From an optimization exercise on the open Yosys and OpenROAD flow, aimed at small area and few clock cycles; shortcuts taken in it are not production practice.
Only simulation tests tie the RTL to the original design; equivalence was not proved.
Power figures rest on the tool's default switching activity, not on a simulated workload.

$ cat design.v
`timescale 1ns / 1ps
module framed_gamepad_report_mapper (
	input  logic               clk,
	input  logic               arst_n,
	input  logic               in_valid,
	output logic               in_stall,
	input  logic [7:0]         rx_byte,
	output logic               out_valid,
	input  logic               out_stall,
	output logic signed [15:0] stick_lx,
	output logic signed [15:0] stick_ly,
	output logic signed [15:0] stick_rx,
	output logic signed [15:0] stick_ry,
	output logic [7:0]         left_trigger,
	output logic [7:0]         right_trigger,
	output logic [15:0]        button_bits,
	output logic [3:0]         hat_dir,
	output logic [47:0]        gyro_xyz,
	output logic [47:0]        accel_xyz,
	output logic [1:0]         format_used,
	input  logic               cfg_valid,
	output logic               cfg_ready,
	input  logic [2:0]         cfg_index,
	input  logic [7:0]         cfg_data
);
	localparam logic [1:0] PH_START   = 2'd0;
	localparam logic [1:0] PH_LEN     = 2'd1;
	localparam logic [1:0] PH_PAYLOAD = 2'd2;
	localparam logic [1:0] PH_CHECK   = 2'd3;
	function automatic logic [14:0] dz_lim1(input logic [6:0] d);
		case (d)
			7'd0: dz_lim1 = 15'd0;
			7'd1: dz_lim1 = 15'd326;
			7'd2: dz_lim1 = 15'd654;
			7'd3: dz_lim1 = 15'd982;
			7'd4: dz_lim1 = 15'd1309;
			7'd5: dz_lim1 = 15'd1637;
			7'd6: dz_lim1 = 15'd1965;
			7'd7: dz_lim1 = 15'd2292;
			7'd8: dz_lim1 = 15'd2620;
			7'd9: dz_lim1 = 15'd2948;
			7'd10: dz_lim1 = 15'd3275;
			7'd11: dz_lim1 = 15'd3603;
			7'd12: dz_lim1 = 15'd3931;
			7'd13: dz_lim1 = 15'd4258;
			7'd14: dz_lim1 = 15'd4586;
			7'd15: dz_lim1 = 15'd4914;
			7'd16: dz_lim1 = 15'd5241;
			7'd17: dz_lim1 = 15'd5569;
			7'd18: dz_lim1 = 15'd5897;
			7'd19: dz_lim1 = 15'd6224;
			7'd20: dz_lim1 = 15'd6552;
			7'd21: dz_lim1 = 15'd6880;
			7'd22: dz_lim1 = 15'd7207;
			7'd23: dz_lim1 = 15'd7535;
			7'd24: dz_lim1 = 15'd7863;
			7'd25: dz_lim1 = 15'd8190;
			7'd26: dz_lim1 = 15'd8518;
			7'd27: dz_lim1 = 15'd8846;
			7'd28: dz_lim1 = 15'd9173;
			7'd29: dz_lim1 = 15'd9501;
			7'd30: dz_lim1 = 15'd9829;
			7'd31: dz_lim1 = 15'd10156;
			7'd32: dz_lim1 = 15'd10484;
			7'd33: dz_lim1 = 15'd10812;
			7'd34: dz_lim1 = 15'd11139;
			7'd35: dz_lim1 = 15'd11467;
			7'd36: dz_lim1 = 15'd11795;
			7'd37: dz_lim1 = 15'd12122;
			7'd38: dz_lim1 = 15'd12450;
			7'd39: dz_lim1 = 15'd12778;
			7'd40: dz_lim1 = 15'd13105;
			7'd41: dz_lim1 = 15'd13433;
			7'd42: dz_lim1 = 15'd13761;
			7'd43: dz_lim1 = 15'd14088;
			7'd44: dz_lim1 = 15'd14416;
			7'd45: dz_lim1 = 15'd14744;
			7'd46: dz_lim1 = 15'd15071;
			7'd47: dz_lim1 = 15'd15399;
			7'd48: dz_lim1 = 15'd15727;
			7'd49: dz_lim1 = 15'd16054;
			7'd50: dz_lim1 = 15'd16382;
			7'd51: dz_lim1 = 15'd16710;
			7'd52: dz_lim1 = 15'd17037;
			7'd53: dz_lim1 = 15'd17365;
			7'd54: dz_lim1 = 15'd17693;
			7'd55: dz_lim1 = 15'd18020;
			7'd56: dz_lim1 = 15'd18348;
			7'd57: dz_lim1 = 15'd18676;
			7'd58: dz_lim1 = 15'd19003;
			7'd59: dz_lim1 = 15'd19331;
			7'd60: dz_lim1 = 15'd19659;
			7'd61: dz_lim1 = 15'd19986;
			7'd62: dz_lim1 = 15'd20314;
			7'd63: dz_lim1 = 15'd20642;
			7'd64: dz_lim1 = 15'd20969;
			7'd65: dz_lim1 = 15'd21297;
			7'd66: dz_lim1 = 15'd21625;
			7'd67: dz_lim1 = 15'd21952;
			7'd68: dz_lim1 = 15'd22280;
			7'd69: dz_lim1 = 15'd22608;
			7'd70: dz_lim1 = 15'd22935;
			7'd71: dz_lim1 = 15'd23263;
			7'd72: dz_lim1 = 15'd23591;
			7'd73: dz_lim1 = 15'd23918;
			7'd74: dz_lim1 = 15'd24246;
			7'd75: dz_lim1 = 15'd24574;
			7'd76: dz_lim1 = 15'd24901;
			7'd77: dz_lim1 = 15'd25229;
			7'd78: dz_lim1 = 15'd25557;
			7'd79: dz_lim1 = 15'd25884;
			7'd80: dz_lim1 = 15'd26212;
			7'd81: dz_lim1 = 15'd26540;
			7'd82: dz_lim1 = 15'd26867;
			7'd83: dz_lim1 = 15'd27195;
			7'd84: dz_lim1 = 15'd27523;
			7'd85: dz_lim1 = 15'd27850;
			7'd86: dz_lim1 = 15'd28178;
			7'd87: dz_lim1 = 15'd28506;
			7'd88: dz_lim1 = 15'd28833;
			7'd89: dz_lim1 = 15'd29161;
			7'd90: dz_lim1 = 15'd29489;
			7'd91: dz_lim1 = 15'd29816;
			7'd92: dz_lim1 = 15'd30144;
			7'd93: dz_lim1 = 15'd30472;
			7'd94: dz_lim1 = 15'd30799;
			7'd95: dz_lim1 = 15'd31127;
			7'd96: dz_lim1 = 15'd31455;
			7'd97: dz_lim1 = 15'd31782;
			7'd98: dz_lim1 = 15'd32110;
			7'd99: dz_lim1 = 15'd32438;
			7'd100: dz_lim1 = 15'd32766;
			7'd101: dz_lim1 = 15'd325;
			7'd102: dz_lim1 = 15'd653;
			7'd103: dz_lim1 = 15'd981;
			7'd104: dz_lim1 = 15'd1308;
			7'd105: dz_lim1 = 15'd1636;
			7'd106: dz_lim1 = 15'd1964;
			7'd107: dz_lim1 = 15'd2291;
			7'd108: dz_lim1 = 15'd2619;
			7'd109: dz_lim1 = 15'd2947;
			7'd110: dz_lim1 = 15'd3274;
			7'd111: dz_lim1 = 15'd3602;
			7'd112: dz_lim1 = 15'd3930;
			7'd113: dz_lim1 = 15'd4257;
			7'd114: dz_lim1 = 15'd4585;
			7'd115: dz_lim1 = 15'd4913;
			7'd116: dz_lim1 = 15'd5240;
			7'd117: dz_lim1 = 15'd5568;
			7'd118: dz_lim1 = 15'd5896;
			7'd119: dz_lim1 = 15'd6223;
			7'd120: dz_lim1 = 15'd6551;
			7'd121: dz_lim1 = 15'd6879;
			7'd122: dz_lim1 = 15'd7206;
			7'd123: dz_lim1 = 15'd7534;
			7'd124: dz_lim1 = 15'd7862;
			7'd125: dz_lim1 = 15'd8189;
			7'd126: dz_lim1 = 15'd8517;
			7'd127: dz_lim1 = 15'd8845;
		endcase
	endfunction
	function automatic logic [15:0] shape(input logic [15:0] v, input logic [14:0] lim1,
			input logic all, input logic flip, input logic pack);
		logic [14:0] x;
		logic [15:0] s;
		logic        inz;
		logic [15:0] w;
		logic [7:0]  h, l, up, lo;
		logic        nz, cin;
		x   = v[14:0] ^ {15{~v[15]}};
		s   = {1'b0, x} + {1'b0, lim1} + {15'd0, ~v[15]};
		inz = all | s[15];
		w   = inz ? 16'h0000 : v;
		h   = w[15:8];
		l   = w[7:0];
		nz  = |l;
		if (pack)
			cin = flip ^ (w[15] & nz);
		else
			cin = flip & ~nz;
		up = (h ^ {8{flip}}) + 8'(cin);
		lo = (l ^ {8{flip}}) + 8'(flip);
		shape = pack ? {8'h00, ~up[7], up[6:0]} : {up, lo};
	endfunction
	logic [1:0]   ph_q;
	logic         rot2_q;
	logic [4:0]   cnt_q;
	logic         is24_q;
	logic [7:0]   sum_q;
	logic [191:0] sr_q;
	logic         ov_q;
	logic [6:0]   dz_l_q, dz_r_q;
	logic         all_l_q, all_r_q;
	logic         flip_lx_q, flip_ly_q, flip_rx_q, flip_ry_q;
	logic [1:0]   mode_q;
	logic held, pay, acc, shift, good, rot;
	logic [14:0] sk;
	logic        sall, sfa, sfb, pack;
	logic [15:0] sha, shb;
	logic        all_new;
	assign cfg_ready = 1'b1;
	assign held     = ov_q & out_stall;
	assign pay      = (ph_q == PH_PAYLOAD);
	assign in_stall = held & pay & is24_q;
	assign acc      = in_valid & ~in_stall;
	assign shift    = in_valid & pay & ~held;
	assign good     = acc & (ph_q == PH_CHECK) & is24_q & (sum_q == rx_byte);
	always_ff @(posedge clk or negedge arst_n) begin
		if (!arst_n) begin
			ph_q   <= PH_START;
			rot2_q <= 1'b0;
			ov_q   <= 1'b0;
		end else begin
			rot2_q <= good;
			ov_q   <= rot2_q | held;
			if (acc) begin
				case (ph_q)
					PH_START:   if (rx_byte == 8'hAA) ph_q <= PH_LEN;
					PH_LEN:     ph_q <= (rx_byte >= 8'd1 && rx_byte <= 8'd32) ? PH_PAYLOAD : PH_START;
					PH_PAYLOAD: if (cnt_q == 5'd1) ph_q <= PH_CHECK;
					default:    ph_q <= PH_START;
				endcase
			end
		end
	end
	always_ff @(posedge clk) begin
		if (acc) begin
			if (ph_q == PH_LEN) begin
				cnt_q  <= rx_byte[4:0];
				is24_q <= (rx_byte == 8'd24);
				sum_q  <= 8'h00;
			end else begin
				cnt_q <= cnt_q - 5'd1;
				sum_q <= sum_q + rx_byte;
			end
		end
		if (shift)
			sr_q <= {rx_byte, sr_q[191:8]};
		else if (rot)
			sr_q[63:0] <= {shb, sha, sr_q[63:32]};
	end
	assign rot  = good | rot2_q;
	assign sk   = dz_lim1(rot2_q ? dz_r_q : dz_l_q);
	assign sall = rot2_q ? all_r_q : all_l_q;
	assign sfa  = rot2_q ? flip_rx_q : flip_lx_q;
	assign sfb  = rot2_q ? flip_ry_q : flip_ly_q;
	assign sha  = shape(sr_q[15:0], sk, sall, sfa, pack);
	assign shb  = shape(sr_q[31:16], sk, sall, sfb, pack);
	assign all_new = (cfg_data > 8'd100);
	always_ff @(posedge clk or negedge arst_n) begin
		if (!arst_n) begin
			dz_l_q    <= 7'd5;
			dz_r_q    <= 7'd5;
			all_l_q   <= 1'b0;
			all_r_q   <= 1'b0;
			flip_lx_q <= 1'b0;
			flip_ly_q <= 1'b1;
			flip_rx_q <= 1'b0;
			flip_ry_q <= 1'b1;
			mode_q    <= 2'd0;
		end else if (cfg_valid) begin
			case (cfg_index)
				3'd0: begin dz_l_q <= cfg_data[6:0]; all_l_q <= all_new; end
				3'd1: begin dz_r_q <= cfg_data[6:0]; all_r_q <= all_new; end
				3'd2: flip_lx_q <= cfg_data[0];
				3'd3: flip_ly_q <= cfg_data[0];
				3'd4: flip_rx_q <= cfg_data[0];
				3'd5: flip_ry_q <= cfg_data[0];
				3'd6: mode_q    <= (cfg_data[1:0] == 2'd3) ? 2'd0 : cfg_data[1:0];
				default: ;
			endcase
		end
	end
	logic [15:0] btn;
	assign pack = mode_q[1];
	assign btn  = sr_q[95:80];
	assign out_valid     = ov_q;
	assign stick_lx      = sr_q[15:0];
	assign stick_ly      = sr_q[31:16];
	assign stick_rx      = sr_q[47:32];
	assign stick_ry      = sr_q[63:48];
	assign left_trigger  = sr_q[71:64];
	assign right_trigger = sr_q[79:72];
	assign button_bits   = btn;
	assign gyro_xyz      = sr_q[143:96];
	assign accel_xyz     = sr_q[191:144];
	assign format_used   = mode_q;
	always_comb begin
		if (btn[4])
			hat_dir = btn[6] ? 4'd7 : (btn[7] ? 4'd1 : 4'd0);
		else if (btn[5])
			hat_dir = btn[6] ? 4'd5 : (btn[7] ? 4'd3 : 4'd2);
		else if (btn[6])
			hat_dir = 4'd6;
		else if (btn[7])
			hat_dir = 4'd4;
		else
			hat_dir = 4'd8;
	end
endmodule
$ cat flow/run.sh
#!/bin/bash
# Own flow: the standard layout (standard.sh), with the synthesis script swapped for
# flow/my_synth.tcl (same registers, area-oriented mapping of the combinational logic) and
# the port buffers made with the smallest buffer cell.
set -euo pipefail
W=$(pwd)
sed "s|SYNTH_SCRIPT=[^ ]*|SYNTH_SCRIPT=$W/flow/my_synth.tcl 'BUFFER_PORTS_ARGS=-buffer_cell sky130_fd_sc_hd__buf_1'|" standard.sh > my_standard.sh
grep -q "SYNTH_SCRIPT=$W/flow/my_synth.tcl" my_standard.sh
bash my_standard.sh synth > synth.log 2>&1
bash my_standard.sh > layout.log 2>&1
$ cat flow/area.abc
strash
&get -n
&deepsyn -T 300
&put
&get -n
&dch -f
&nf -R 1000
&put
topo
stime -c
$ cat flow/my_synth.tcl
# The standard synthesis (synth_recipe.tcl) with two changes that touch only the combinational
# logic: Yosys's full-adder extraction is skipped, and ABC maps with an area-oriented script
# (flow/area.abc). Registers are mapped exactly as in the standard synthesis.
set my_abc_script [file join [file dirname [file normalize [info script]]] area.abc]
proc synth {args} { yosys synth -nofsm -noshare {*}$args }
proc extract_fa {args} { puts "extract_fa skipped" }
proc abc {args} {
  set i [lsearch $args -script]
  if { $i >= 0 } { set args [lreplace $args [expr {$i+1}] [expr {$i+1}] $::my_abc_script] }
  yosys abc {*}$args
}
source $::env(SCRIPTS_DIR)/synth.tcl
# left out here: clear keep_hierarchy, flatten, clean up, hide names made inside functions, write 1_2_yosys.v
$ cat standard.sh
#!/bin/bash
# synth_recipe.tcl (not shown) runs the flow's synth.tcl, then flattens the netlist and writes it again
# the make line also repeats each setting of config.mk as NAME=value (left out here)
make -C /OpenROAD-flow-scripts/flow DESIGN_CONFIG=/design/flow/config.mk WORK_HOME=/design/flow/orfs CLKGATE_MAP_FILE= SYNTH_SCRIPT=/design/flow/synth_recipe.tcl "${@:-finish}"
$ cat config.mk
export PLATFORM = sky130hd
export DESIGN_NAME = framed_gamepad_report_mapper
export DESIGN_NICKNAME = framed_gamepad_report_mapper
export VERILOG_FILES = /design/flow/design.v
export SDC_FILE = /design/flow/constraint.sdc
export NUM_CORES = 4
export LEC_CHECK = 0
export CAP_MARGIN = 20
export CORE_MARGIN = 2
export CORE_UTILIZATION = 40
export CTS_BUF_LIST = sky130_fd_sc_hd__clkbuf_8
export CTS_CLUSTER_DIAMETER = 60
export CTS_CLUSTER_SIZE = 16
export SLEW_MARGIN = 20
$ cat constraint.sdc
create_clock -name core_clock -period 13.0 [get_ports {clk}]
set_input_delay 2.6000 -clock core_clock [delete_from_list [all_inputs] [get_ports {clk}]]
set_output_delay 2.6000 -clock core_clock [all_outputs]
set_load 0.01 [all_outputs]
==> run_results.csv, run 1 <==
group,metric,value,unit
worst_setup_path,worstPathRequired,13380,ps
synth,synthMuxAreaShare,3.94,%
layout,nets,1195,
clock_network,cts-htree-levels,1,
clock_network,ctsResizeCount,0,
placement,place_congestion,0.942,
sta,min_period,9570,ps
layout,area_growth,17.0,%
synth,synth_simple_gate_area_share,14.3,%
power_and_ir_drop,power.leakage,4.10,nW
sta,min_period_over_period,73.6,%
floorplan,core,26700,um^2
clock_network,clkTransAtPathRegs,100,ps
floorplan,die_y,168,um
drt,via_per_inst,5.45,
clock_network,clkSinkCount,232,
floorplan,die_w,168,um
global_route,overflow,0,
drt,drc,0,
sta,rsz0062_at_grt,"false",
sta,clock_skew,29.0,ps
worst_setup_path,crit_fanout,21,
floorplan,io_pins,225,
flow_run,cap_violations,0,
layout,n_antenna_cell,0,
synth,synth_cells,911,
synth,synth_nets,935,
synth,synth_common_cells,"edfxtp_1 (206), nor2_1 (174), nand2_1 (93), o21ai_0 (65), a21oi_1 (48)",
synth,yosysTopAreaCellShare,57.5,%
synth,yosysTopAreaCell,"edfxtp_1",
synth,synth-edff-count,206,
clock_network,ctsHoldBuffers,0,
floorplan,dieArea,28200,um^2
sta,slew_headroom,42.2,%
clock_network,insertion_delay,560,ps
drt,antenna_left,0,
layout,drive_gt1_share,4.90,%
placement,dp_worst_setup_slack,3520,ps
worst_setup_path,critPathMostFrequentCell,"a21oi_1",
synth,synthMostInstantiatedCell,"edfxtp_1",
synth,yosys_warnings,1,
drt,drtPass1Iterations,5,
sta,tightest_slew,843,ps
worst_setup_path,slowest_delay,920,ps
synth,synth-compound-area-share,10.8,%
global_route,grt_use_total,20.9,%
layout,multiInputGateArea,3850,um^2
worst_setup_path,startpoint_type,"register",
layout,layout.cells.non_filler,1525,
drt,drt_wl_total,30500,um
sta,setup_slack,3430,ps
floorplan,start_util,40.4,%
sta,max_freq,104,MHz
placement,post-dp-hpwl,21800,um
global_route,grt_pass1_vias,7864,
synth,synth_seq_area_share,63.6,%
global_route,antenna_found_initial,0,
clock_network,cts_buffers,23,
synth,synthAdderAreaFrac,2.33,%
sta,hold-worst-slack,449,ps
clock_network,clockBufferDepth,3,
synth,synth.top_cells.by_area,"edfxtp_1 (57%), nor2_1 (6.1%), dfrtp_1 (4.7%)",
placement,port_buffers,223,
global_route,grt_max_degree,108,
layout,regArea,6840,um^2
clock_network,root_buffer,"clkbuf_8",
synth,synth_area,10800,um^2
drt,vias,8317,
floorplan,row_count,60,
worst_setup_path,cp.arrival,9950,ps
min_path,hp-class,"register to register",
clock_network,post-cts-setup-buffers,0,
power_and_ir_drop,ir_worst_vdd,91.3,uV
synth,synth_xor_area_share,4.40,%
sta,setup_viol,0,
layout,fillCellCount,2504,
global_route,grt_pass1_wl,45900,um
sta,tns,0,ps
drt,drt-initial-drc-count,774,
layout,final_core_utilization,47.2,%
power_and_ir_drop,powerDensity,159,nW/um^2
synth,synth.distinct_cells,50,
placement,place_inst,1487,
synth,synth_ff_type,"edfxtp_1",
clock_network,cts_tree,"done",
drt,routedWlPerCell,20.0,um
sta,hold_viol_final,0,
synth,avgSynthCellArea,11.8,um^2
synth,ys_ff_latch,232,
sta,slew_violations,0,
worst_setup_path,worstSetupEndpointType,"register",
run_status,status,"no timing/DRC/antenna violations",
synth,synth_top_family_by_area,"simple AND/OR/NAND/NOR gates",
worst_setup_path,slowest_stage,"dfrtp_1",
synth,async_flop_share,11.2,%
worst_setup_path,worstSetupPathType,"register to register",
-- metrics by stage --
step	power [mW]	cell area, um^2
2_1_floorplan	1.36	10800
3_3_place_gp	1.53	12100
3_5_place_dp	1.54	12100
4_1_cts	2.01	12600
5_1_grt	2.12	12600
6_report	2.00	12600
-- routing by layer --
metal | wire (um) | vias up | part of all wire [%] | GRT usage (%)
li1 | - | 3904 | - | -
met1 | 13100 | 4015 | 43 | 28.9
met2 | 13800 | 344 | 45 | 33.1
met3 | 2570 | 54 | 8.5 | 4.61
met4 | 961 | 0 | 3.2 | 6.81
met5 | 0 | - | 0 | 0
-- final cells by class --
type	instances	share of cell area (%)
Clock buffer	23	2.51
Multi-Input combinational cell	663	30.6
Sequential cell	232	54.4
Inverter	14	0.457
Clock inverter	15	1.19
Timing Repair Buffer	237	7.51
Tap cell	341	3.39
-- logic make-up (layout without fill, tap and decap cells) --
group,after synthesis,count (layout)
AO/OA/AOI/OAI,189,189
multiplexers,39,39
flip-flops,232,232
buffers and inverters,16,289
other,1,1
XOR/XNOR,54,54
AND/OR/NAND/NOR,355,355
adder cells (fa/ha/maj),25,25
-- flip-flops by register name, indices dropped and copies added (netlist names), 2 cells and up --
register  count
cnt_q         5
ph_q          2
dz_r_q        7
sr_q        192
sum_q         8
dz_l_q        7
mode_q        2
-- placed cells by master, fill, tap and decap left out, types with 3 or more instances in the layout --
| cell | instances |
|---|---|
| a211oi_1 | 4 |
| nor2_1 | 174 |
| a22oi_1 | 5 |
| a22o_1 | 4 |
| inv_6 | 5 |
| buf_1 | 223 |
| o31ai_1 | 9 |
| buf_4 | 13 |
| inv_8 | 3 |
| nand3_1 | 12 |
| nor2b_1 | 9 |
| mux2i_1 | 12 |
| a221oi_1 | 6 |
| nor4_1 | 5 |
| xnor2_1 | 29 |
| a31oi_1 | 4 |
| or2_0 | 5 |
| nand2_1 | 93 |
| nand2b_1 | 14 |
| mux2_1 | 27 |
| o221ai_1 | 15 |
| o2111ai_1 | 3 |
| and2_0 | 8 |
| o21ai_0 | 65 |
| maj3_1 | 25 |
| clkinv_1 | 14 |
| o21a_1 | 3 |
| xor2_1 | 25 |
| clkbuf_8 | 23 |
| edfxtp_1 | 206 |
| or3_1 | 4 |
| nor3_1 | 19 |
| o22ai_1 | 11 |
| nand4b_1 | 3 |
| a21oi_1 | 48 |
| dfstp_2 | 6 |
| dfrtp_1 | 20 |
-- power by group --
part           internal (mW)  switching [mW]
clock                  0.200           0.275
combinational          0.234           0.398
sequential             0.865          0.0277
total                   1.30           0.700
-- path summary, 6_finish.rpt --
kind / start / endpoint / slack, ps / cells after the start
worst max-delay path: rot2_q / sr_q[60] / 3430 / 36
worst min register to register: sr_q[80] / sr_q[72] / 450 / 0
worst min-delay path: sr_q[80] / sr_q[72] / 450 / 0
max in group asynchronous: arst_n / flip_ry_q / 10670 / 2
worst max register to register: rot2_q / sr_q[60] / 3430 / 36
min in group asynchronous: arst_n / dz_l_q[3] / 2020 / 2
-- worst max-delay path: cells and delay by family, from the launching register on --
kind	cells	cell delay [ps]
mux	1	560
compound gates	19	4160
buf+inv	1	160
simple gates	13	2970
flops	1	920
xor+xnor	2	620
Testbench counts, summed over its fixed seeds: cycles 40,727.
==> run 2: changes to the inputs <==
==> flow/area.abc (replaced) <==
strash
&get -n
&deepsyn -T 120 -S @SEED@
&put
&get -n
&dch -f
&nf -R 1000
&put
topo
stime -c
==> flow/my_synth.tcl (replaced) <==
# The standard synthesis (synth_recipe.tcl) with two changes that touch only the combinational
# logic: Yosys's full-adder extraction is skipped, and ABC maps with an area-oriented script
# (flow/area.abc, run with several random seeds for its &deepsyn step; the smallest result is
# kept). Registers are mapped exactly as in the standard synthesis.
set my_dir [file dirname [file normalize [info script]]]
set my_seeds {1 2 3 4}
proc synth {args} { yosys synth -nofsm -noshare {*}$args }
proc extract_fa {args} { puts "extract_fa skipped" }
proc my_area {} {
  set libargs ""
  foreach lib $::env(LIB_FILES) { append libargs "-liberty $lib " }
  set f $::env(OBJECTS_DIR)/my_abc_stat.txt
  yosys tee -q -o $f stat {*}$libargs
  set fh [open $f r]; set txt [read $fh]; close $fh
  if { [regexp {Chip area for module[^:]*:\s*([0-9.]+)} $txt -> a] } { return $a }
  return 1e12
}
proc abc {args} {
  set i [lsearch $args -script]
  set src [open [file join $::my_dir area.abc] r]; set body [read $src]; close $src
  yosys design -save my_pre_abc
  set best 1e12
  foreach seed $::my_seeds {
    yosys design -load my_pre_abc
    set scr $::env(OBJECTS_DIR)/my_area_$seed.abc
    set fh [open $scr w]; puts -nonewline $fh [string map [list @SEED@ $seed] $body]; close $fh
    set a [lreplace $args [expr {$i+1}] [expr {$i+1}] $scr]
    yosys abc {*}$a
    set area [my_area]
    puts "my_abc seed $seed area $area"
    if { $area < $best } { set best $area; yosys design -save my_best_abc }
  }
  yosys design -load my_best_abc
  puts "my_abc kept area $best"
}
source $::env(SCRIPTS_DIR)/synth.tcl
# left out here: clear keep_hierarchy, flatten, clean up, hide names made inside functions, write 1_2_yosys.v
--- a/config.mk
+++ b/config.mk
@@ -9,3 +9,3 @@
 export CORE_MARGIN = 2
-export CORE_UTILIZATION = 40
+export CORE_UTILIZATION = 30
 export CTS_BUF_LIST = sky130_fd_sc_hd__clkbuf_8
==> run 2 against run 1 <==
  * First-iteration DRC count fell by 8.0%
  * Combinational power rose by about 30%
  * Critical path depth fell by 5
  * Largest cell class unchanged
  * Synthesized area rose by 0.21%
  * Total power rose by 19%
  * Largest power group unchanged
==> run_results.csv, run 2 <==
group,metric,value,unit
global_route,grt_max_degree,110,
worst_setup_path,worstSetupEndpointType,"register",
synth,synth_area,10800,um^2
placement,port_buffers,223,
worst_setup_path,crit_fanout,21,
min_path,hold_depth,0,
clock_network,clkSinkCount,232,
global_route,grt_use_total,15.9,%
worst_setup_path,worstPathRequired,13400,ps
synth,synth_seq_area_share,63.5,%
layout,layout_common_cells,"buf_1 (223), edfxtp_1 (206), nor2_1 (184), nand2_1 (91), o21ai_0 (65)",
global_route,grt_use_met1,21.1,%
global_route,overflow,0,
sta,setup_viol,0,
synth,synth-compound-area-share,11.3,%
floorplan,dieArea,37500,um^2
sta,slew_headroom,24.9,%
drt,drt-initial-drc-count,712,
worst_setup_path,cp.arrival,9920,ps
worst_setup_path,critPathMostFrequentCell,"o21ai_0",
min_path,hp-class,"register to register",
synth,synth_simple_gate_area_share,13.5,%
clock_network,cts-htree-levels,1,
worst_setup_path,r2r_start,"rot2_q",
worst_setup_path,slowest_stage,"mux2i_1",
worst_setup_path,cpLargestDelayFamily,"compound AO/OA/AOI/OAI gates",
min_path,hold_end,"sr_q[143]",
worst_setup_path,startpoint_type,"register",
synth,synth-edff-count,206,
worst_setup_path,crit_buf_inv,1,
layout,drive_gt1_share,4.90,%
sta,clock_skew,44.9,ps
global_route,grt_pass1_vias,7995,
sta,tns,0,ps
drt,drc,0,
layout,regArea,6840,um^2
synth,yosysTopAreaCell,"edfxtp_1",
synth,yosys_warnings,1,
min_path,worstHoldStart,"sr_q[151]",
layout,final_core_utilization,36.0,%
worst_setup_path,reg2regPathDepth,31,
placement,place_congestion,0.917,
power_and_ir_drop,power.leakage,4.13,nW
run_status,status,"no timing/DRC/antenna violations",
clock_network,clkTransAtPathRegs,110,ps
placement,post-dp-hpwl,22800,um
synth,synth.distinct_cells,52,
global_route,met3_usage,4.55,%
sta,hold_viol_final,0,
worst_setup_path,r2r-end,"sr_q[49]",
drt,via_per_inst,5.13,
sta,min_period_over_period,73.3,%
synth,async_flop_share,11.2,%
worst_setup_path,slowest_delay,980,ps
layout,top_register,"sr_q",
synth,synthMostInstantiatedCell,"edfxtp_1",
global_route,grt.busiest_layer,"met2",
floorplan,die_y,194,um
layout,largest_registers,"sr_q (192), sum_q (8)",
sta,hold-worst-slack,446,ps
drt,antenna_left,0,
clock_network,insertion_delay,580,ps
floorplan,start_util,30.4,%
clock_network,ctsResizeCount,0,
sta,setup_slack,3470,ps
synth,synth_nets,935,
synth,yosysTopAreaCellShare,57.4,%
synth,synth_common_cells,"edfxtp_1 (206), nor2_1 (184), nand2_1 (91), o21ai_0 (65), a21oi_1 (49)",
worst_setup_path,r2r_setup_slack,3470,ps
synth,synth.top_cells.by_area,"edfxtp_1 (57%), nor2_1 (6.4%), dfrtp_1 (4.6%)",
sta,rsz0062_at_grt,"false",
synth,synth_ff_type,"edfxtp_1",
drt,drtPass1Iterations,5,
sta,slew_violations,0,
drt,vias,8445,
placement,place_inst,1605,
synth,synth_xor_area_share,5.12,%
synth,ys_ff_latch,232,
synth,avgSynthCellArea,11.8,um^2
layout,nets,1194,
clock_network,root_buffer,"clkbuf_8",
layout,layout.cells.non_filler,1645,
clock_network,clockBufferDepth,3,
floorplan,core,35500,um^2
layout,area_growth,18.3,%
power_and_ir_drop,ir_worst_vdd,93.6,uV
layout,multiInputGateArea,3890,um^2
synth,synthAdderAreaFrac,1.95,%
worst_setup_path,worstSetupPathType,"register to register",
drt,routedWlPerCell,19.2,um
sta,min_period,9530,ps
synth,synth_top_family_by_area,"simple AND/OR/NAND/NOR gates",
floorplan,io_pins,225,
power_and_ir_drop,powerDensity,186,nW/um^2
clock_network,cts_buffers,24,
clock_network,ctsHoldBuffers,0,
layout,largest_register_ffs,192,
synth,synth_cells,911,
sta,max_freq,105,MHz
clock_network,cts_tree,"done",
drt,drt_wl_total,31600,um
floorplan,row_count,69,
synth,synthMuxAreaShare,4.14,%
clock_network,post-cts-setup-buffers,0,
layout,layout_commonest_cell,"buf_1",
flow_run,cap_violations,0,
placement,dp_worst_setup_slack,3400,ps
layout,fillCellCount,3625,
sta,tightest_slew,1090,ps
global_route,grt_pass1_wl,47200,um
layout,n_antenna_cell,0,
global_route,antenna_found_initial,0,
floorplan,die_w,194,um
global_route,gr-usage-met2,25.3,%
## run 2: kinds of logic after synthesis
kind of cell    count (synthesis)
compound gates                196
xor+xnor                       63
fa+ha+maj                      21
buf+inv                        11
flops                         232
mux                            41
other cells                     1
simple gates                  346
## run 2: cell type report
class                   count  share of cell area (%)
flip-flops and latches    232                    53.6
multi-input cells         668                    30.5
repair buffers            235                    7.27
clock inverters            16                    1.18
clock buffers              24                    2.59
inverters                   9                   0.304
well taps                 461                    4.52
## run 2: how the worst max path moves through the flow
stage | depth (start not counted) | end | start | slack (ps)
finish | 31 | sr_q[49] | rot2_q | 3470
global route | 31 | sr_q[49] | rot2_q | 2520
CTS | 31 | sr_q[49] | rot2_q | 3310
detailed placement | 31 | sr_q[49] | rot2_q | 3400
global placement | 31 | sr_q[49] | rot2_q | 3830
floorplan | 8 | sr_q[49] | in_valid | 2990
## run 2: metrics by stage
step                      area (um^2)  power [mW]
final                           12800        2.37
after floorplan                 10800        1.66
after CTS                       12800        2.39
after global placement          12300        1.89
after detailed placement        12300        1.91
after global routing            12800        2.52
## run 2: layer usage
layer / part of all wire [%] / up-vias
met4: 2.9 / 0
met2: 45 / 391
met1: 43 / 4069
li1: - / 3926
met5: 0 / -
met3: 9.1 / 59
## run 2: where the power goes
part	leakage, nW	switching, mW	internal (mW)
clock	0.239	0.285	0.190
combinational	1.69	0.529	0.290
sequential	2.19	0.0996	0.982
==> run 3: changes to the inputs <==
--- a/config.mk
+++ b/config.mk
@@ -11,4 +11,4 @@
 export CTS_BUF_LIST = sky130_fd_sc_hd__clkbuf_8
-export CTS_CLUSTER_DIAMETER = 60
-export CTS_CLUSTER_SIZE = 16
+export CTS_CLUSTER_DIAMETER = 50
+export CTS_CLUSTER_SIZE = 20
 export SLEW_MARGIN = 20
==> run 3 against run 2 <==
  * Setup slack gained 930 ps
  * First-iteration DRC count shrank 9.4%
  * Global-route usage is essentially flat
  * Critical path type unchanged
==> run_results.csv, run 3 <==
group,metric,value,unit
run_status,status,"no timing/DRC/antenna violations",
sta,hold_viol_final,0,
worst_setup_path,worstPathRequired,13400,ps
placement,port_buffers,223,
layout,layout_commonest_cell,"buf_1",
global_route,grt_pass1_vias,8056,
clock_network,clockBufferDepth,3,
sta,slew_violations,0,
synth,avgSynthCellArea,11.8,um^2
clock_network,ctsHoldBuffers,0,
global_route,antenna_found_initial,0,
floorplan,row_count,69,
power_and_ir_drop,ir_worst_vdd,84.9,uV
worst_setup_path,crit_fanout,21,
worst_setup_path,worstSetupEndpointType,"register",
clock_network,insertion_delay,590,ps
layout,drive_gt1_share,5.68,%
synth,synth.top_cells.by_area,"edfxtp_1 (57%), nor2_1 (5.3%), dfrtp_1 (4.6%)",
worst_setup_path,cp.arrival,9000,ps
layout,n_antenna_cell,0,
worst_setup_path,reg2regPathDepth,29,
synth,synth_ff_type,"edfxtp_1",
global_route,overflow,0,
layout,largest_register_ffs,192,
synth,synth_area,10800,um^2
layout,nets,1200,
sta,min_period_over_period,66.2,%
worst_setup_path,critPathMostFrequentCell,"nand2_1",
worst_setup_path,slowest_delay,940,ps
power_and_ir_drop,power.leakage,4.19,nW
drt,drt_wl_total,31000,um
worst_setup_path,crit_start,"rot2_q",
sta,max_freq,116,MHz
synth,synth.distinct_cells,50,
clock_network,clkTransAtPathRegs,90,ps
sta,setup_viol,0,
clock_network,clkSinkCount,232,
placement,post-dp-hpwl,22600,um
worst_setup_path,r2r_setup_slack,4400,ps
synth,async_flop_share,11.2,%
synth,synth_common_cells,"edfxtp_1 (206), nor2_1 (153), nand2_1 (97), o21ai_0 (75), a21oi_1 (61)",
global_route,grt_pass1_wl,47700,um
synth,yosysTopAreaCell,"edfxtp_1",
synth,ys_ff_latch,232,
placement,place_congestion,0.870,
clock_network,cts_tree,"done",
worst_setup_path,worstSetupPathType,"register to register",
clock_network,cts-htree-levels,1,
power_and_ir_drop,powerDensity,160,nW/um^2
floorplan,core,35500,um^2
layout,fillCellCount,3536,
clock_network,post-cts-setup-buffers,0,
sta,rsz0062_at_grt,"false",
clock_network,root_buffer,"clkbuf_8",
synth,synthMostInstantiatedCell,"edfxtp_1",
worst_setup_path,endpoint,"sr_q[50]",
drt,via_per_inst,5.05,
clock_network,cts_buffers,27,
layout,top_register,"sr_q",
min_path,hp-class,"register to register",
synth,yosys_warnings,1,
placement,place_inst,1608,
synth,synth_cells,915,
synth,synth_nets,939,
worst_setup_path,startpoint_type,"register",
worst_setup_path,slowest_stage,"dfrtp_1",
clock_network,ctsResizeCount,0,
global_route,grt_use_total,15.9,%
flow_run,cap_violations,0,
synth,synth_seq_area_share,63.3,%
floorplan,io_pins,225,
sta,tns,0,ps
drt,routedWlPerCell,18.7,um
layout,layout.cells.non_filler,1658,
placement,dp_worst_setup_slack,4620,ps
drt,drtPass1Iterations,5,
worst_setup_path,r2r-end,"sr_q[50]",
drt,drt-initial-drc-count,645,
layout,largest_registers,"sr_q (192), sum_q (8)",
drt,antenna_left,0,
floorplan,die_y,194,um
sta,clock_skew,35.7,ps
sta,setup_slack,4400,ps
floorplan,die_w,194,um
floorplan,start_util,30.5,%
global_route,grt_max_degree,77,
sta,tightest_slew,965,ps
floorplan,dieArea,37600,um^2
worst_setup_path,r2r_start,"rot2_q",
layout,area_growth,19.7,%
drt,drc,0,
synth,yosysTopAreaCellShare,57.2,%
sta,slew_headroom,33.8,%
layout,layout_common_cells,"buf_1 (223), edfxtp_1 (206), nor2_1 (153), nand2_1 (97), o21ai_0 (75)",
sta,min_period,8600,ps
drt,vias,8381,
synth,synth-edff-count,206,
==> run 3: cell types whose count changed after synthesis, moves of 5 or more <==
| cell | before | now |
|---|---|---|
| o31ai_1 | 5 | 10 |
| a21oi_1 | 49 | 61 |
| maj3_1 | 21 | 15 |
| clkinv_1 | 9 | 18 |
| nand2_1 | 91 | 97 |
| nor2_1 | 184 | 153 |
| a211oi_1 | 6 | 1 |
| o21ai_0 | 65 | 75 |
==> run 3: worst min-delay path by stage <==
| stage | from | endpoint | slack, ps | cells past startpoint |
|---|---|---|---|---|
| after floorplan | flip_ry_q | flip_ry_q | 460 | 2 |
| after global placement | sr_q[148] | sr_q[140] | 430 | 0 |
| after detailed placement | sr_q[82] | sr_q[74] | 430 | 0 |
| after CTS | sr_q[117] | sr_q[109] | 450 | 0 |
| after global routing | sr_q[109] | sr_q[101] | 460 | 0 |
| final | sr_q[118] | sr_q[110] | 450 | 0 |
==> run 3: layout make-up <==
| class | instances | area [um^2] | area share (%) |
|---|---|---|---|
| clock buffer | 27 | 372 | 2.87 |
| tap | 461 | 577 | 4.46 |
| clock inverter | 23 | 265 | 2.05 |
| timing repair buffer | 234 | 920 | 7.11 |
| inverter | 18 | 72.6 | 0.561 |
| multi-input combinational | 663 | 3880 | 30.0 |
| sequential | 232 | 6840 | 52.9 |
==> run 3: layer usage <==
| layer | global-route usage [%] | vias up | part of all wire, % |
|---|---|---|---|
| li1 | - | 3954 | - |
| met1 | 21.4 | 4037 | 43 |
| met2 | 26.3 | 343 | 47 |
| met3 | 3.70 | 47 | 8.3 |
| met4 | 3.31 | 0 | 2.1 |
| met5 | 0 | - | 0 |
==> run 3: where the power goes <==
part | total (mW) | switching, mW | internal, mW
Sequential | 0.895 | 0.0321 | 0.863
Combinational | 0.599 | 0.380 | 0.219
Clock | 0.572 | 0.323 | 0.248
Total | 2.07 | 0.736 | 1.33
==> run 3: cell families (layout without fill, tap and decap cells) <==
group                    after synthesis  after routing  share of synthesized area, %
AO/OA/AOI/OAI                        222            222                          12.4
XOR/XNOR                              66             66                          5.35
adder cells (fa/ha/maj)               15             15                          1.39
buffers and inverters                 20            302                         0.764
flip-flops                           232            232                          63.3
multiplexers                          39             39                          3.92
other                                  1              1                        0.0347
AND/OR/NAND/NOR                      320            320                          12.8
==> run 3: critical path, delay by kind of cell, from the launching register on <==
kind	cells	cell delay [ps]
mux	2	1360
compound gates	17	3690
fa+ha+maj	1	350
xor+xnor	1	470
simple gates	8	1570
flops	1	940
==> run 3: stage by stage <==
| stage | power (mW) | util, % | hold WS [ps] | area (um^2) |
|---|---|---|---|---|
| after floorplan | 1.34 | - | 463 | 10800 |
| after CTS | 2.08 | 36.5 | 452 | 12900 |
| after detailed placement | 1.50 | 34.7 | 430 | 12300 |
| after global placement | 1.50 | 34.7 | 427 | 12300 |
| after global routing | 2.19 | 36.5 | 459 | 12900 |
| final | 2.07 | 36.5 | 452 | 12900 |
==> run 4: changes to the inputs <==
--- a/config.mk
+++ b/config.mk
@@ -9,6 +9,6 @@
 export CORE_MARGIN = 2
-export CORE_UTILIZATION = 30
+export CORE_UTILIZATION = 40
 export CTS_BUF_LIST = sky130_fd_sc_hd__clkbuf_8
-export CTS_CLUSTER_DIAMETER = 50
-export CTS_CLUSTER_SIZE = 20
+export CTS_CLUSTER_DIAMETER = 60
+export CTS_CLUSTER_SIZE = 18
 export SLEW_MARGIN = 20
==> run 4 against run 3 <==
  * Sequential share of layout area grew 1.2 points
  * Global-route usage is 4.7 points higher
  * Sequential power is essentially flat
  * Final cell count shrank 8.0%
  * Die area decreased by 25%
  * Synthesized area unchanged
  * Setup slack got worse by 160 ps
  * Flip-flop and latch count did not move
  * Total power shrank 3.6%
  * Largest cell class unchanged
  * Largest power group unchanged
  * Highest routed layer unchanged
==> run_results.csv, run 4 <==
group,metric,value,unit
drt,vias,8403,
layout,area_growth,17.1,%
global_route,overflow,0,
clock_network,post-cts-setup-buffers,0,
drt,drt-initial-drc-count,808,
placement,port_buffers,223,
sta,rsz0062_at_grt,"false",
placement,dpl-instance-area,12100,um^2
worst_setup_path,worstPathRequired,13380,ps
drt,wl_met1,13100,um
drt,dr.max_layer_used,"met4",
floorplan,core,26700,um^2
synth,synth_nets,939,
power_and_ir_drop,ir_worst_vdd,109,uV
synth,synthAdderAreaFrac,1.39,%
worst_setup_path,critPathMostFrequentCell,"nand2_1",
worst_setup_path,crit_fanout,21,
drt,via_per_inst,5.51,
sta,max_freq,114,MHz
clock_network,insertion_delay,570,ps
layout,layout.cells.non_filler,1525,
clock_network,cts_buffers,22,
drt,routedWlPerCell,19.8,um
synth,yosysTopAreaCell,"edfxtp_1",
synth,yosys_warnings,1,
floorplan,row_count,60,
layout,nets,1195,
sta,tightest_slew,1040,ps
clock_network,ctsResizeCount,0,
synth,synthMostInstantiatedCell,"edfxtp_1",
clock_network,cts-htree-levels,1,
min_path,hp-class,"register to register",
sta,slew_violations,0,
worst_setup_path,slowest_delay,950,ps
worst_setup_path,worstSetupEndpointType,"register",
sta,tns,0,ps
power_and_ir_drop,power.leakage,4.11,nW
clock_network,cts_tree,"done",
synth,synth_simple_gate_area_share,12.8,%
synth,ys_ff_latch,232,
worst_setup_path,worstSetupPathType,"register to register",
sta,min_period,8760,ps
drt,antenna_left,0,
floorplan,die_y,168,um
flow_run,cap_violations,0,
synth,synth_area,10800,um^2
layout,n_antenna_cell,0,
synth,synthMuxAreaShare,3.92,%
sta,clock_skew,43.3,ps
floorplan,die_w,168,um
global_route,grt_pass1_vias,7918,
synth,synth_xor_area_share,5.35,%
clock_network,clockBufferDepth,3,
power_and_ir_drop,powerDensity,157,nW/um^2
layout,drive_gt1_share,4.73,%
sta,min_period_over_period,67.4,%
clock_network,clkSinkCount,232,
global_route,grt_use_total,20.6,%
power_and_ir_drop,power,1.99,mW
clock_network,root_buffer,"clkbuf_8",
placement,place_inst,1488,
synth,synth-edff-count,206,
drt,drt_wl_total,30200,um
synth,yosysTopAreaCellShare,57.2,%
drt,wl_met2,14300,um
sta,hold-worst-slack,437,ps
run_status,status,"no timing/DRC/antenna violations",
global_route,grt_max_degree,112,
clock_network,ctsHoldBuffers,0,
synth,async_flop_share,11.2,%
worst_setup_path,slowest_stage,"dfrtp_1",
layout,largest_register_ffs,192,
sta,hold_viol_final,0,
placement,place_congestion,0.925,
synth,synth.top_cells.by_area,"edfxtp_1 (57%), nor2_1 (5.3%), dfrtp_1 (4.6%)",
sta,slew_headroom,31.0,%
synth,synth_seq_area_share,63.3,%
drt,drc,0,
layout,layout_common_cells,"buf_1 (223), edfxtp_1 (206), nor2_1 (153), nand2_1 (97), o21ai_0 (75)",
global_route,grt_pass1_wl,45800,um
global_route,antenna_found_initial,0,
synth,synth_common_cells,"edfxtp_1 (206), nor2_1 (153), nand2_1 (97), o21ai_0 (75), a21oi_1 (61)",
synth,synth-compound-area-share,12.4,%
sta,setup_viol,0,
synth,synth.distinct_cells,50,
floorplan,start_util,40.4,%
layout,top_register,"sr_q",
layout,layout_commonest_cell,"buf_1",
synth,avgSynthCellArea,11.8,um^2
synth,synth_cells,915,
clock_network,clkTransAtPathRegs,100,ps
layout,largest_registers,"sr_q (192), sum_q (8)",
floorplan,dieArea,28400,um^2
drt,drtPass1Iterations,5,
worst_setup_path,cp.arrival,9140,ps
floorplan,io_pins,225,
worst_setup_path,startpoint_type,"register",
drt,wl_met3,2280,um
placement,post-dp-hpwl,21900,um
synth,synth_ff_type,"edfxtp_1",
layout,fin_area,12700,um^2
synth,synth_top_family_by_area,"simple AND/OR/NAND/NOR gates",
[run 4: critical path: cells and delay by family, from the launching register on]
kind	cells	cell delay [ps]
xor+xnor	2	810
flops	1	950
compound gates	16	3730
mux	2	1400
fa+ha+maj	1	350
simple gates	7	1320
[run 4: final cells by class]
class / instances / area [um^2]
Fill cell: 2519 / 14100
Sequential cell: 232 / 6840
Multi-Input combinational cell: 663 / 3890
Timing Repair Buffer: 234 / 920
Tap cell: 341 / 427
Clock buffer: 22 / 303
Clock inverter: 15 / 198
Inverter: 18 / 72.6
[run 4: logic make-up (layout without fill, tap and decap cells)]
kind of cell             count (synthesis)  in the layout
AND/OR/NAND/NOR                        320            320
flip-flops                             232            232
AO/OA/AOI/OAI                          222            222
XOR/XNOR                                66             66
multiplexers                            39             39
buffers and inverters                   20            289
adder cells (fa/ha/maj)                 15             15
other                                    1              1
[run 4: power breakdown]
| group | internal (mW) | total (mW) | switching [mW] |
|---|---|---|---|
| registers | 0.863 | 0.896 | 0.0331 |
| clock network | 0.217 | 0.497 | 0.280 |
| logic | 0.219 | 0.599 | 0.380 |
[run 4: worst paths after layout]
check | cells past startpoint | start | to | slack [ps]
worst min-delay path | 0 | sr_q[81] | sr_q[73] | 440
worst min register to register | 0 | sr_q[81] | sr_q[73] | 440
min in group asynchronous | 2 | arst_n | mode_q[0] | 2000
max in group asynchronous | 2 | arst_n | flip_ly_q | 10690
worst max-delay path | 28 | rot2_q | sr_q[52] | 4240
worst max register to register | 28 | rot2_q | sr_q[52] | 4240
[run 4: layer usage]
metal / global-route usage (%) / vias up
met5: 0 / -
met4: 4.39 / 0
met3: 4.68 / 44
met2: 33.9 / 338
met1: 28.2 / 4078
li1: - / 3943
[run 4: stage by stage]
stage	worst slack [ps]	util [%]
floorplan	3170	-
global placement	4730	45.4
global route	3160	47.3
detailed placement	4380	45.4
CTS	4310	47.3
finish	4240	47.3
==> run 5: changes to the inputs <==
--- a/design.v
+++ b/design.v
@@ -192,3 +192,2 @@
 	logic [6:0]   dz_l_q, dz_r_q;
-	logic         all_l_q, all_r_q;
 	logic         flip_lx_q, flip_ly_q, flip_rx_q, flip_ry_q;
@@ -199,3 +198,3 @@
 	logic [15:0] sha, shb;
-	logic        all_new;
+	logic [6:0]  dz_new, dz_sel;
 	assign cfg_ready = 1'b1;
@@ -242,4 +241,5 @@
 	assign rot  = good | rot2_q;
-	assign sk   = dz_lim1(rot2_q ? dz_r_q : dz_l_q);
-	assign sall = rot2_q ? all_r_q : all_l_q;
+	assign sk   = dz_lim1(dz_sel);
+	assign dz_sel = rot2_q ? dz_r_q : dz_l_q;
+	assign sall   = (dz_sel > 7'd100);
 	assign sfa  = rot2_q ? flip_rx_q : flip_lx_q;
@@ -248,3 +248,3 @@
 	assign shb  = shape(sr_q[31:16], sk, sall, sfb, pack);
-	assign all_new = (cfg_data > 8'd100);
+	assign dz_new = (cfg_data > 8'd100) ? 7'd127 : cfg_data[6:0];
 	always_ff @(posedge clk or negedge arst_n) begin
@@ -253,4 +253,2 @@
 			dz_r_q    <= 7'd5;
-			all_l_q   <= 1'b0;
-			all_r_q   <= 1'b0;
 			flip_lx_q <= 1'b0;
@@ -262,4 +260,4 @@
 			case (cfg_index)
-				3'd0: begin dz_l_q <= cfg_data[6:0]; all_l_q <= all_new; end
-				3'd1: begin dz_r_q <= cfg_data[6:0]; all_r_q <= all_new; end
+				3'd0: dz_l_q <= dz_new;
+				3'd1: dz_r_q <= dz_new;
 				3'd2: flip_lx_q <= cfg_data[0];
--- a/config.mk
+++ b/config.mk
@@ -12,3 +12,3 @@
 export CTS_CLUSTER_DIAMETER = 60
-export CTS_CLUSTER_SIZE = 18
+export CTS_CLUSTER_SIZE = 16
 export SLEW_MARGIN = 20
==> run 5 against run 4 <==
  * Still clean
  * Routed wire length decreased by 6.3%
  * Synthesized area down 3.4%
  * Worst hold slack better by 2.6 ps
  * Die area shrank 3.3%
  * Utilization up 0.083 points
  * Total power fell by 8.9%
  * Global-route usage down 0.65 points
  * Sequential share of layout area rose by 1.4 points
  * Critical path type unchanged
==> run_results.csv, run 5 <==
group,metric,value,unit
run_status,status,"no timing/DRC/antenna violations",
global_route,grt_pass1_wl,42100,um
sta,slew_violations,0,
clock_network,clkTransAtPathRegs,100,ps
synth,synth_seq_area_share,65.1,%
layout,layout_commonest_cell,"buf_1",
drt,routedWlPerCell,19.1,um
global_route,grt_pass1_vias,7393,
layout,drive_gt1_share,4.61,%
synth,synth.top_cells.by_area,"edfxtp_1 (59%), nor2_1 (5.8%), dfrtp_1 (4.3%)",
power_and_ir_drop,ir_worst_vdd,89.0,uV
worst_setup_path,cp.arrival,7140,ps
drt,drt-initial-drc-count,688,
sta,tns,0,ps
floorplan,core,25800,um^2
drt,drtPass1Iterations,5,
synth,synthMostInstantiatedCell,"edfxtp_1",
power_and_ir_drop,powerDensity,148,nW/um^2
floorplan,die_w,166,um
synth,synth_ff_type,"edfxtp_1",
worst_setup_path,slowest_stage,"dfrtp_1",
global_route,antenna_found_initial,1,
worst_setup_path,worstSetupEndpointType,"register",
worst_setup_path,startpoint_type,"register",
layout,layout.cells.non_filler,1485,
clock_network,cts_tree,"done",
sta,max_freq,148,MHz
sta,hold_viol_final,0,
synth,synth-edff-count,206,
floorplan,start_util,40.4,%
sta,tightest_slew,911,ps
clock_network,ctsHoldBuffers,0,
placement,post-dp-hpwl,20300,um
floorplan,die_y,166,um
synth,synth_nets,901,
placement,place_congestion,0.898,
floorplan,dieArea,27400,um^2
worst_setup_path,cpLargestDelayFamily,"compound AO/OA/AOI/OAI gates",
layout,multiInputGateArea,3570,um^2
drt,via_per_inst,5.32,
sta,min_period,6770,ps
clock_network,ctsResizeCount,0,
clock_network,post-cts-setup-buffers,0,
worst_setup_path,crit_buf_inv,1,
layout,area_growth,17.4,%
global_route,grt_max_degree,77,
synth,synth_area,10400,um^2
synth,async_flop_share,10.4,%
floorplan,row_count,59,
synth,yosys_warnings,1,
clock_network,cts-htree-levels,1,
drt,drt_wl_total,28300,um
clock_network,cts_buffers,23,
worst_setup_path,slowest_delay,860,ps
layout,layout_common_cells,"buf_1 (223), edfxtp_1 (206), nor2_1 (160), nand2_1 (100), o21ai_0 (66)",
sta,clock_skew,25.0,ps
layout,n_antenna_cell,0,
sta,setup_viol,0,
worst_setup_path,crit_fanout,19,
floorplan,io_pins,225,
synth,yosysTopAreaCell,"edfxtp_1",
global_route,grt_use_total,20.0,%
layout,nets,1158,
flow_run,cap_violations,0,
clock_network,insertion_delay,560,ps
drt,antenna_left,0,
synth,synth.distinct_cells,51,
layout,largest_registers,"sr_q (192), sum_q (8)",
layout,largest_register_ffs,192,
synth,ys_ff_latch,230,
min_path,hp-class,"register to register",
placement,port_buffers,223,
synth,yosysTopAreaCellShare,59.2,%
worst_setup_path,worstSetupPathType,"register to register",
layout,regArea,6790,um^2
worst_setup_path,worstPathRequired,13370,ps
synth,synth_cells,877,
synth,avgSynthCellArea,11.9,um^2
clock_network,clkSinkCount,230,
layout,top_register,"sr_q",
power_and_ir_drop,power.leakage,3.99,nW
layout,fillCellCount,2442,
global_route,overflow,0,
sta,min_period_over_period,52.1,%
drt,drc,0,
drt,vias,7896,
sta,rsz0062_at_grt,"false",
placement,place_inst,1444,
synth,synth_common_cells,"edfxtp_1 (206), nor2_1 (160), nand2_1 (100), o21ai_0 (66), a21oi_1 (54)",
clock_network,clockBufferDepth,3,
clock_network,root_buffer,"clkbuf_8",
sta,slew_headroom,37.5,%
## run 5: changes by cell type after synthesis, moves of 5 or more
cell | before | now
nor2_1 | 153 | 160
maj3_1 | 15 | 7
o22a_1 | 3 | 11
o21ai_0 | 75 | 66
a21oi_1 | 61 | 54
nor3_1 | 12 | 7
mux2_1 | 27 | 12
o31ai_1 | 10 | 4
## run 5: kinds of logic after synthesis
| kind of cell | synth area share (%) |
|---|---|
| xor gates and xnor gates | 5.79 |
| buffers and inverters | 0.755 |
| adders and majority gates | 0.671 |
| other | 0.0359 |
| AOI/OAI and AO/OA | 12.4 |
| DFF | 65.1 |
| muxes | 2.16 |
| and+or+nand+nor | 13.1 |
## run 5: through the flow
stage	area (um^2)	utilization (%)	setup slack [ps]	hold WS [ps]	total power, mW
2_1_floorplan	10400	-	3340	442	1.22
3_3_place_gp	11800	45.6	6500	426	1.34
3_5_place_dp	11800	45.6	6360	429	1.35
4_1_cts	12300	47.4	6290	446	1.83
5_1_grt	12300	47.4	5360	453	1.92
6_report	12300	47.4	6230	440	1.81
## run 5: path summary, 6_finish.rpt
check                         start   endpoint  slack [ps]  cells past startpoint
hold reg to reg            sr_q[91]   sr_q[83]         440                      0
setup reg to reg             rot2_q   sr_q[49]        6230                     26
setup / recovery             rot2_q   sr_q[49]        6230                     26
min in group asynchronous    arst_n  mode_q[0]        2000                      2
hold / removal             sr_q[91]   sr_q[83]         440                      0
max in group asynchronous    arst_n  flip_ly_q       10700                      2
## run 5: metal layers
layer  global-route usage [%]  up-vias  part of all wire [%]
li1                         -     3779                     -
met5                        0        -                     0
met3                     4.45       44                   7.4
met1                     26.9     3788                    44
met4                     5.64        0                   2.7
met2                     32.6      285                    46
## run 5: final cells by class
class	instances	share of cell area, %
clock buffer	23	2.58
clock inverter	18	1.35
inverter	17	0.562
multi-input combinational	628	29.1
sequential	230	55.4
tap	335	3.42
timing repair buffer	234	7.51
## run 5: where the power goes
group	leakage, nW	internal, mW	switching (mW)	total (mW)
registers	2.15	0.848	0.0282	0.877
clock network	0.263	0.201	0.278	0.479
logic	1.58	0.164	0.293	0.458
total	3.99	1.21	0.600	1.81
## run 5: worst register-to-register path: stages, from the launching register on
cell       delay, ps
dfrtp_1          860
mux2i_1          630
nor2_1           230
nor2_1           180
a21oi_1           70
a222oi_1         500
o21ai_0          200
nand2_1          120
nor2_1            50
xor2_1           510
o31ai_1          280
a211oi_1         280
o22ai_1          220
a21oi_1          190
a21oi_1           60
maj3_1           360
o21ai_0           70
o221ai_1         120
o21ai_0          130
a21oi_1           60
a2111oi_0        400
nor2_1            90
a211oi_1         160
o21ai_0          120
clkinv_1         110
nand2_1          280
o221ai_1         300
Testbench counts of run 5, summed over its fixed seeds: cycles 40,727.
==> run 6: changes to the inputs <==
--- a/design.v
+++ b/design.v
@@ -132,29 +132,29 @@
 			7'd100: dz_lim1 = 15'd32766;
-			7'd101: dz_lim1 = 15'd325;
-			7'd102: dz_lim1 = 15'd653;
-			7'd103: dz_lim1 = 15'd981;
-			7'd104: dz_lim1 = 15'd1308;
-			7'd105: dz_lim1 = 15'd1636;
-			7'd106: dz_lim1 = 15'd1964;
-			7'd107: dz_lim1 = 15'd2291;
-			7'd108: dz_lim1 = 15'd2619;
-			7'd109: dz_lim1 = 15'd2947;
-			7'd110: dz_lim1 = 15'd3274;
-			7'd111: dz_lim1 = 15'd3602;
-			7'd112: dz_lim1 = 15'd3930;
-			7'd113: dz_lim1 = 15'd4257;
-			7'd114: dz_lim1 = 15'd4585;
-			7'd115: dz_lim1 = 15'd4913;
-			7'd116: dz_lim1 = 15'd5240;
-			7'd117: dz_lim1 = 15'd5568;
-			7'd118: dz_lim1 = 15'd5896;
-			7'd119: dz_lim1 = 15'd6223;
-			7'd120: dz_lim1 = 15'd6551;
-			7'd121: dz_lim1 = 15'd6879;
-			7'd122: dz_lim1 = 15'd7206;
-			7'd123: dz_lim1 = 15'd7534;
-			7'd124: dz_lim1 = 15'd7862;
-			7'd125: dz_lim1 = 15'd8189;
-			7'd126: dz_lim1 = 15'd8517;
-			7'd127: dz_lim1 = 15'd8845;
+			7'd101: dz_lim1 = 15'd0;
+			7'd102: dz_lim1 = 15'd0;
+			7'd103: dz_lim1 = 15'd0;
+			7'd104: dz_lim1 = 15'd0;
+			7'd105: dz_lim1 = 15'd0;
+			7'd106: dz_lim1 = 15'd0;
+			7'd107: dz_lim1 = 15'd0;
+			7'd108: dz_lim1 = 15'd0;
+			7'd109: dz_lim1 = 15'd0;
+			7'd110: dz_lim1 = 15'd0;
+			7'd111: dz_lim1 = 15'd0;
+			7'd112: dz_lim1 = 15'd0;
+			7'd113: dz_lim1 = 15'd0;
+			7'd114: dz_lim1 = 15'd0;
+			7'd115: dz_lim1 = 15'd0;
+			7'd116: dz_lim1 = 15'd0;
+			7'd117: dz_lim1 = 15'd0;
+			7'd118: dz_lim1 = 15'd0;
+			7'd119: dz_lim1 = 15'd0;
+			7'd120: dz_lim1 = 15'd0;
+			7'd121: dz_lim1 = 15'd0;
+			7'd122: dz_lim1 = 15'd0;
+			7'd123: dz_lim1 = 15'd0;
+			7'd124: dz_lim1 = 15'd0;
+			7'd125: dz_lim1 = 15'd0;
+			7'd126: dz_lim1 = 15'd0;
+			7'd127: dz_lim1 = 15'd0;
 		endcase
@@ -243,3 +243,3 @@
 	assign dz_sel = rot2_q ? dz_r_q : dz_l_q;
-	assign sall   = (dz_sel > 7'd100);
+	assign sall   = &dz_sel;   
 	assign sfa  = rot2_q ? flip_rx_q : flip_lx_q;
==> run 6 against run 5 <==
  * Critical path type unchanged
  * Critical path depth rose by 10
  * Critical endpoint is now sr_q[38]
  * Non-clock buffer count up 1
  * Total power up 24%
  * Largest cell class unchanged
  * First-iteration DRC count grew 14%
==> run_results.csv, run 6 <==
group,metric,value,unit
run_status,status,"no timing/DRC/antenna violations",
power_and_ir_drop,power.leakage,4.16,nW
layout,area_growth,16.5,%
layout,fillCellCount,2496,
global_route,grt_max_degree,111,
sta,setup_slack,4930,ps
sta,setup_viol,0,
worst_setup_path,r2r-end,"sr_q[38]",
synth,synth_nets,950,
layout,multiInputGateArea,3900,um^2
layout,regArea,6790,um^2
floorplan,die_y,168,um
sta,clock_skew,33.9,ps
sta,tightest_slew,1020,ps
power_and_ir_drop,ir_worst_vdd,129,uV
synth,synth_seq_area_share,63.2,%
placement,port_buffers,223,
global_route,grt_use_total,21.2,%
clock_network,insertion_delay,550,ps
synth,synth.top_cells.by_area,"edfxtp_1 (58%), nand2_1 (6.5%), dfrtp_1 (4.2%)",
placement,place_congestion,0.917,
sta,hold-worst-slack,449,ps
sta,hold_viol_final,0,
layout,largest_registers,"sr_q (192), sum_q (8)",
worst_setup_path,critPathMostFrequentCell,"o21ai_0",
worst_setup_path,r2r_start,"rot2_q",
synth,synth_area,10800,um^2
clock_network,cts_buffers,22,
clock_network,ctsResizeCount,0,
power_and_ir_drop,combPwrFrac,33.4,%
worst_setup_path,worstSetupPathType,"register to register",
floorplan,dieArea,28200,um^2
synth,synth.distinct_cells,53,
drt,drt_wl_total,30400,um
worst_setup_path,slowest_delay,920,ps
power_and_ir_drop,seq_power_share,47.4,%
synth,synthMostInstantiatedCell,"edfxtp_1",
sta,min_period,8070,ps
placement,post-dp-hpwl,21800,um
global_route,antenna_found_initial,0,
placement,dpl-instance-area,12100,um^2
layout,drive_gt1_share,4.51,%
layout,layout_commonest_cell,"buf_1",
synth,synth-edff-count,206,
worst_setup_path,worstPathRequired,13290,ps
layout,layout_common_cells,"buf_1 (223), edfxtp_1 (206), nand2_1 (186), nor2_1 (81), o21ai_0 (64)",
sta,tns,0,ps
clock_network,clkTransAtPathRegs,90,ps
min_path,worstHoldStart,"sr_q[81]",
drt,vias,8485,
power_and_ir_drop,power.internal,1.41,mW
layout,fin_area,12500,um^2
synth,yosysTopAreaCell,"edfxtp_1",
clock_network,clkSinkCount,230,
layout,top_register,"sr_q",
layout,nets,1207,
floorplan,die_w,168,um
clock_network,clockBufferDepth,3,
layout,largest_register_ffs,192,
floorplan,io_pins,225,
power_and_ir_drop,power_frac_clock,19.3,%
drt,drc,0,
global_route,grt_pass1_wl,46900,um
layout,n_antenna_cell,0,
power_and_ir_drop,powerDensity,179,nW/um^2
synth,synth_cells,926,
synth,async_flop_share,10.4,%
synth,synth_common_cells,"edfxtp_1 (206), nand2_1 (186), nor2_1 (81), o21ai_0 (64), a21oi_1 (59)",
drt,via_per_inst,5.51,
floorplan,row_count,60,
synth,avgSynthCellArea,11.6,um^2
global_route,overflow,0,
synth,ys_ff_latch,230,
synth,yosysTopAreaCellShare,57.5,%
clock_network,cts_tree,"done",
worst_setup_path,r2r_setup_slack,4930,ps
placement,place_inst,1500,
min_path,hp-class,"register to register",
worst_setup_path,crit_fanout,19,
placement,dp_worst_setup_slack,5070,ps
min_path,hold_end,"sr_q[73]",
floorplan,start_util,40.4,%
power_and_ir_drop,switching_share,37.2,%
flow_run,cap_violations,0,
power_and_ir_drop,p_sw,0.836,mW
layout,layout.cells.non_filler,1539,
worst_setup_path,cp.arrival,8360,ps
worst_setup_path,reg2regPathDepth,36,
sta,min_period_over_period,62.1,%
worst_setup_path,startpoint_type,"register",
drt,antenna_left,0,
floorplan,core,26700,um^2
worst_setup_path,worstSetupEndpointType,"register",
clock_network,ctsHoldBuffers,0,
drt,drtPass1Iterations,6,
synth,synth_ff_type,"edfxtp_1",
clock_network,post-cts-setup-buffers,0,
clock_network,root_buffer,"clkbuf_8",
sta,rsz0062_at_grt,"false",
sta,max_freq,124,MHz
drt,routedWlPerCell,19.7,um
min_path,hold_depth,0,
drt,drt-initial-drc-count,786,
power_and_ir_drop,power,2.25,mW
sta,slew_headroom,30.1,%
layout,final_core_utilization,47.0,%
global_route,grt_pass1_vias,8177,
sta,slew_violations,0,
synth,yosys_warnings,1,
clock_network,cts-htree-levels,1,
worst_setup_path,slowest_stage,"mux2i_1",
[run 6: cell types whose count changed after synthesis, moves of 6 or more]
cell	before	now
nand2_1	100	186
o22ai_1	7	16
xnor2_1	41	33
a21o_1	1	7
nand2b_1	7	14
a22o_1	0	7
nor2_1	160	81
maj3_1	7	15
[run 6: kinds of logic (layout without fill, tap and decap cells)]
logic type / after synthesis / count (layout) / synth area share, %
muxes: 21 / 21 / 2.11
AOI/OAI and AO/OA: 240 / 240 / 14.2
and+or+nand+nor: 344 / 344 / 13.8
adders and majority gates: 15 / 15 / 1.40
buffers and inverters: 17 / 289 / 0.663
other: 1 / 1 / 0.0349
xor gates and xnor gates: 58 / 58 / 4.72
DFF: 230 / 230 / 63.2
[run 6: area by class of cell]
class / count / area share, %
clock inverter: 17 / 0.949
sequential: 230 / 54.2
clock buffer: 22 / 2.42
multi-input combinational: 679 / 31.1
inverter: 15 / 0.489
timing repair buffer: 235 / 7.40
tap: 341 / 3.41
[run 6: critical path: cells and delay by family, from the launching register on]
kind	cells	cell delay (ps)
AOI/OAI and AO/OA	21	3760
and+or+nand+nor	12	1680
xor gates and xnor gates	2	570
muxes	1	920
DFF	1	870
[run 6: how the worst max path moves through the flow]
stage	startpoint	endpoint	slack (ps)	depth (start not counted)
3_5_place_dp	rot2_q	sr_q[38]	5070	36
6_report	rot2_q	sr_q[38]	4930	36
2_1_floorplan	out_stall	sr_q[38]	2470	10
4_1_cts	rot2_q	sr_q[38]	5000	36
5_1_grt	rot2_q	sr_q[38]	3840	36
3_3_place_gp	rot2_q	sr_q[38]	5300	36
[run 6: routing by layer]
| layer | global-route usage [%] | routed length [um] |
|---|---|---|
| met5 | 0 | 0 |
| met4 | 6.28 | 845 |
| met3 | 4.65 | 2250 |
| met2 | 34.9 | 14400 |
| met1 | 28.3 | 12800 |
[run 6: power groups by stage]
stage | sequential, mW | clock [mW] | combinational [mW]
2_1_floorplan | 1.09 | 0 | 0.503
3_3_place_gp | 1.08 | 0 | 0.743
3_5_place_dp | 1.08 | 0 | 0.743
4_1_cts | 1.06 | 0.449 | 0.749
5_1_grt | 1.08 | 0.474 | 0.841
6_report | 1.06 | 0.433 | 0.749
Testbench counts of run 6, summed over its fixed seeds: cycles 40,727.

## static timing again, ports no longer ideal
The flow's constraints put no driver on any port. The routed layouts listed below were extracted and timed again, unchanged, in two steps.
Step 1 (the two cells are an assumption about what drives the block):
set clk [get_ports {clk}]
set_driving_cell -lib_cell sky130_fd_sc_hd__clkbuf_16 $clk
set_driving_cell -lib_cell sky130_fd_sc_hd__buf_2 [delete_from_list [all_inputs] $clk]
Step 2 also shifts input and output timing later by t, the mid clock arrival at the registers, as if the neighbouring blocks saw the same clock.
Slacks: no drivers / after step 1 / after step 2; pairs: no drivers / after step 1.
| run | shift t [ns] | setup slack, ns | slew at the worst register clock pin (ns) | pins driven straight from the clock port |
|---|---|---|---|---|
| run 1 | 0.583 | 3.426 / 3.426 / 3.426 | 0.10 / 0.10 | 1 |
| run 2 | 0.595 | 3.473 / 3.473 / 3.473 | 0.11 / 0.11 | 1 |
| run 3 | 0.615 | 4.399 / 4.399 / 4.399 | 0.11 / 0.11 | 1 |
| run 4 | 0.584 | 4.241 / 4.241 / 4.241 | 0.11 / 0.11 | 1 |
| run 5 | 0.589 | 6.227 / 6.227 / 6.227 | 0.11 / 0.11 | 1 |
| run 6 | 0.573 | 4.933 / 4.933 / 4.933 | 0.10 / 0.10 | 1 |
After both steps every run listed still meets setup and hold.
